Source: an optimization exercise on an open RTL-to-GDS flow (aim: small area). Production flows keep margins and buffers that such runs may drop. In this exercise RTL edits were held to simulation tests only and were not proved equivalent to the original. Power is estimated from default activity; no workload was simulated.

// ccu_muldiv_seq
module ccu_muldiv_seq (
    input  logic        clk,
    input  logic        rst,
    input  logic        start,
    input  logic [7:0]  alu_mode,
    input  logic [31:0] src1,
    input  logic [31:0] src2,
    input  logic        flush,
    output logic        stall,
    output logic        done,
    output logic [31:0] result,
    output logic        ccu_ans_mux_sel,
    output logic [1:0]  state_dbg
);
clock: 10.5 ns
lec_check: 0
cap_margin: 0
core_margin: 2
core_utilization: 40
cts_buf_list: sky130_fd_sc_hd__clkbuf_8
slew_margin: 0
synth_hierarchical: 1
synth_minimum_keep_size: 0
standard.sh (not shown) runs the stock make flow with config.mk's settings and CLKGATE_MAP_FILE= SYNTH_SCRIPT=/design/flow/synth_recipe.tcl, a recipe that flattens the netlist after the stock synthesis.
==> flow/flow/run.sh <==
#!/bin/bash
# The standard layout with two changes, passed to ORFS through its own
# variables: single-drive buffers on the ports, and a clock tree of
# clkbuf_8 cells without dummy balancing loads, and
# power recovery (downsizing gates off the critical paths) after global route. Make's full output (every
# ORFS step also keeps its own log under orfs/logs) goes to flow_make.log.
set -euo pipefail
export BUFFER_PORTS_ARGS="-buffer_cell sky130_fd_sc_hd__buf_1"
export RECOVER_POWER=100
export CTS_ARGS="-sink_clustering_enable -repair_clock_nets -buf_list sky130_fd_sc_hd__clkbuf_8 -dont_use_dummy_load"
bash standard.sh > flow_make.log 2>&1
The baseline completed, yet does not pass: max-capacitance violations, max-slew violations.
Rerun with:
==> flow/flow/run.sh (replaced) <==
#!/bin/bash
set -euo pipefail
export BUFFER_PORTS_ARGS="-buffer_cell sky130_fd_sc_hd__buf_1"
bash standard.sh > flow_make.log 2>&1
Settings changed: CAP_MARGIN 0 to 20, CTS_BUF_LIST sky130_fd_sc_hd__clkbuf_8 to not set, SLEW_MARGIN 0 to 20.
What happened:
- The new run went through all stages and came out clean
- worst hold slack improved by 0.024 ns
- total power increases by 6.2%
- utilization increases by 1.4 points
- setup slack improved by 0.34 ns
- via count stays flat
- wire length increases by 1.3%
- die area does not change
- design area increases by 3.2%
- register-to-register slack improved by 0.34 ns
- synthesized cell count stays the same

The RTL this note starts from:
==> flow/design.v <==
module ccu_muldiv_seq (
    input  logic        clk,
    input  logic        rst,
    input  logic        start,
    input  logic [7:0]  alu_mode,
    input  logic [31:0] src1,
    input  logic [31:0] src2,
    input  logic        flush,
    output logic        stall,
    output logic        done,
    output logic [31:0] result,
    output logic        ccu_ans_mux_sel,
    output logic [1:0]  state_dbg
);
    logic [1:0]  st;
    logic [5:0]  cnt;
    logic [2:0]  op;
    logic [33:0] a;      
    logic [31:0] b;      
    logic [31:0] d;      
    logic        negn;   
    logic        c;      
    wire idle   = (st == 2'd0);
    wire busy   = st[0] ^ st[1];
    wire is_md  = (alu_mode[7:4] == 4'h4);
    wire accept = idle & start & is_md & ~flush;
    wire step   = ~cnt[5];
    wire last   = &cnt[4:0];
    wire dv     = (st == 2'd2) & step;               
    wire mstep  = (st == 2'd1) & step;               
    wire is_div = op[2] & ~op[1];
    wire is_rem = op[2] & op[1];
    wire msign  = ~op[2] & ~op[1] & op[0];           
    wire mhigh  = ~op[2] & (op[1] | op[0]);          
    wire sgn_d  = op[2] ? ~op[0] : msign;
    wire negd   = sgn_d & d[31];
    wire align  = is_rem & cnt[5] & (cnt[4:0] == 5'd0);
    wire corr   = is_rem & cnt[5] & (cnt[4:0] == 5'd1);
    wire fix    = cnt[5] & ~align;                   
    wire term   = cnt[5] & (&cnt[4:1]) & (cnt[0] | ~is_rem);
    wire        gate = dv | (mstep & b[0]) | (corr & a[32]);
    wire        sub  = dv ? (~a[33] ^ negd)
                          : ((mstep & last & b[0] & (op[1] ^ op[0]) & ~op[2]) | (corr & negd));
    wire [32:0] y    = ({33{gate}} & {sgn_d & d[31], d}) ^ {33{sub}};
    logic [32:0] s;
    mds_add33 u_add (.x(a[32:0]), .y(y), .ci(sub), .s(s));
    wire        e_n  = (&s) | (c & a[0]);
    wire q1     = b[30];                             
    wire negn_e = negn & ~(is_div & q1);             
    wire inv_e  = is_div ? (negn_e ^ negd) : negn_e;
    wire c0     = is_rem ? (negn & e_n) : (inv_e ^ (negn_e & e_n));
    wire inv    = op[2] & (is_div ? (negn ^ negd) : negn);
    wire sin    = (is_rem | mhigh) ? s[0] : b[0];
    wire t      = sin ^ inv;
    wire o      = is_rem ? (t & ~c) : (t ^ c);
    always_ff @(posedge clk or posedge rst) begin
        if (rst) begin
            st <= 2'd0;
        end else begin
            case (st)
                2'd0: if (accept) st <= alu_mode[2] ? 2'd2 : 2'd1;
                2'd3: st <= 2'd0;
                default: begin
                    if (flush) st <= 2'd0;
                    else if (term) st <= 2'd3;
                end
            endcase
        end
    end
    wire        ml   = busy & ~dv;                   
    wire        a32  = align ? a[33] : (msign & s[32]);
    wire [33:0] a_dv = {s[32], s[32:0], b[30] ^ negn};
    wire [33:0] a_ml = {s[32], a32, s[32:1]};
    wire [33:0] a_in = {33'd0, src1[31] & alu_mode[2] & alu_mode[0]};
    wire [33:0] a_n  = ({34{dv}} & a_dv) | ({34{ml}} & a_ml) | ({34{idle}} & a_in);
    wire [31:0] b_dv = {b[30:0], ~s[32]};
    wire [31:0] b_ml = {fix ? o : s[0], b[31:1]};
    wire [31:0] b_n  = ({32{idle}} & src1) | ({32{dv}} & b_dv) | ({32{ml}} & b_ml);
    always_ff @(posedge clk) begin
        a <= a_n;
        b <= b_n;
        if (idle) begin
            cnt  <= '0;
            op   <= alu_mode[2:0];
            d    <= src2;
            negn <= alu_mode[2] & ~alu_mode[0] & src1[31];
            c    <= 1'b0;
        end else begin
            cnt <= cnt + 6'd1;
            if (dv) begin
                if (last) begin
                    c    <= c0;
                    negn <= negn_e;
                end else begin
                    c <= e_n;
                end
            end else if (fix & is_div) begin
                c <= c & t;
            end
        end
    end
    assign stall           = accept | busy;
    assign done            = (st == 2'd3);
    assign ccu_ans_mux_sel = done;
    assign state_dbg       = st;
    assign result          = {o, b[31:1]};
endmodule
module mds_add33 (
    input  logic [32:0] x,
    input  logic [32:0] y,
    input  logic        ci,
    output logic [32:0] s
);
    logic g0, p0, g1, p1, c11, c22;
    mds_gp #(.W(11)) u_gp0 (.x(x[10:0]),  .y(y[10:0]),  .g(g0), .p(p0));
    mds_gp #(.W(11)) u_gp1 (.x(x[21:11]), .y(y[21:11]), .g(g1), .p(p1));
    assign c11 = g0 | (p0 & ci);
    assign c22 = g1 | (p1 & c11);
    mds_rca #(.W(11)) u_r0 (.x(x[10:0]),  .y(y[10:0]),  .ci(ci),  .s(s[10:0]));
    mds_rca #(.W(11)) u_r1 (.x(x[21:11]), .y(y[21:11]), .ci(c11), .s(s[21:11]));
    mds_rca #(.W(11)) u_r2 (.x(x[32:22]), .y(y[32:22]), .ci(c22), .s(s[32:22]));
endmodule
module mds_gp #(
    parameter int W = 11
) (
    input  logic [W-1:0] x,
    input  logic [W-1:0] y,
    output logic         g,
    output logic         p
);
    always_comb begin
        g = 1'b0;
        for (int i = 0; i < W; i++) g = (x[i] & y[i]) | ((x[i] | y[i]) & g);
    end
    assign p = &(x | y);
endmodule
module mds_rca #(
    parameter int W = 11
) (
    input  logic [W-1:0] x,
    input  logic [W-1:0] y,
    input  logic         ci,
    output logic [W-1:0] s
);
    logic [W:0] c;
    always_comb begin
        c[0] = ci;
        for (int i = 0; i < W; i++) begin
            s[i]   = x[i] ^ y[i] ^ c[i];
            c[i+1] = (x[i] & y[i]) | (c[i] & (x[i] ^ y[i]));
        end
    end
endmodule
Settings: LEC_CHECK=0, CAP_MARGIN=20, CORE_MARGIN=2, CORE_UTILIZATION=40, CTS_BUF_LIST=sky130_fd_sc_hd__clkbuf_8, SLEW_MARGIN=20, SYNTH_HIERARCHICAL=1, SYNTH_MINIMUM_KEEP_SIZE=0; clock period 10.5 ns.
==> flow/flow/run.sh <==
#!/bin/bash
# The standard layout with two changes, passed to ORFS through its own
# variables: single-drive buffers on the ports, and a clock tree of
# clkbuf_8 cells without dummy balancing loads, and
# power recovery (downsizing gates off the critical paths) after global route. Make's full output (every
# ORFS step also keeps its own log under orfs/logs) goes to flow_make.log.
set -euo pipefail
export BUFFER_PORTS_ARGS="-buffer_cell sky130_fd_sc_hd__buf_1"
export RECOVER_POWER=100
export CTS_ARGS="-sink_clustering_enable -repair_clock_nets -buf_list sky130_fd_sc_hd__clkbuf_8 -dont_use_dummy_load"
bash standard.sh > flow_make.log 2>&1
The starting point finished with capacitance limit, slew limit left.
==> next run, changes <==
--- a/flow/flow/run.sh
+++ b/flow/flow/run.sh
@@ -4,2 +4 @@
-# clkbuf_8 cells without dummy balancing loads, and
-# power recovery (downsizing gates off the critical paths) after global route. Make's full output (every
+# clkbuf_8 cells without dummy balancing loads.
@@ -9 +7,0 @@
-export RECOVER_POWER=100
Settings changed: CORE_UTILIZATION 40 to 60.
After rerunning: Now the flow ran to the end with no violations; cell area falls by 0.78%; combinational power is about the same; wire length falls by 4.7%.

## what the ideal ports hide
The flow's constraints put no driver on any port. The routed layouts listed below were extracted and timed again, unchanged, in two steps. Step 1 sets driving cells, clkbuf_16 on the clock port and buf_2 on the other inputs (assumed; they add their load-dependent delay and slew). Step 2 times the ports against the registers' clock, not the clock port: input delays grow and output delays shrink by t, the midpoint of the rising clock arrivals with the driver on. Slacks: no drivers / after step 1 / after step 2; pairs: no drivers / after step 1.
run	shift t [ns]	setup WS [ns]	worst setup path at the end	worst register clock-pin slew, ns	worst slew at a driven data input, ns
the first run of note 1	0.421	1.352 / 1.352 / 1.352	register to register	0.12 / 0.12	0.04
the second run of note 1	0.401	1.690 / 1.690 / 1.690	register to register	0.08 / 0.08	0.04
the first run of note 2	0.415	1.279 / 1.279 / 1.279	register to register	0.12 / 0.12	0.04
the second run of note 2	0.409	1.590 / 1.590 / 1.590	register to register	0.11 / 0.11	0.06
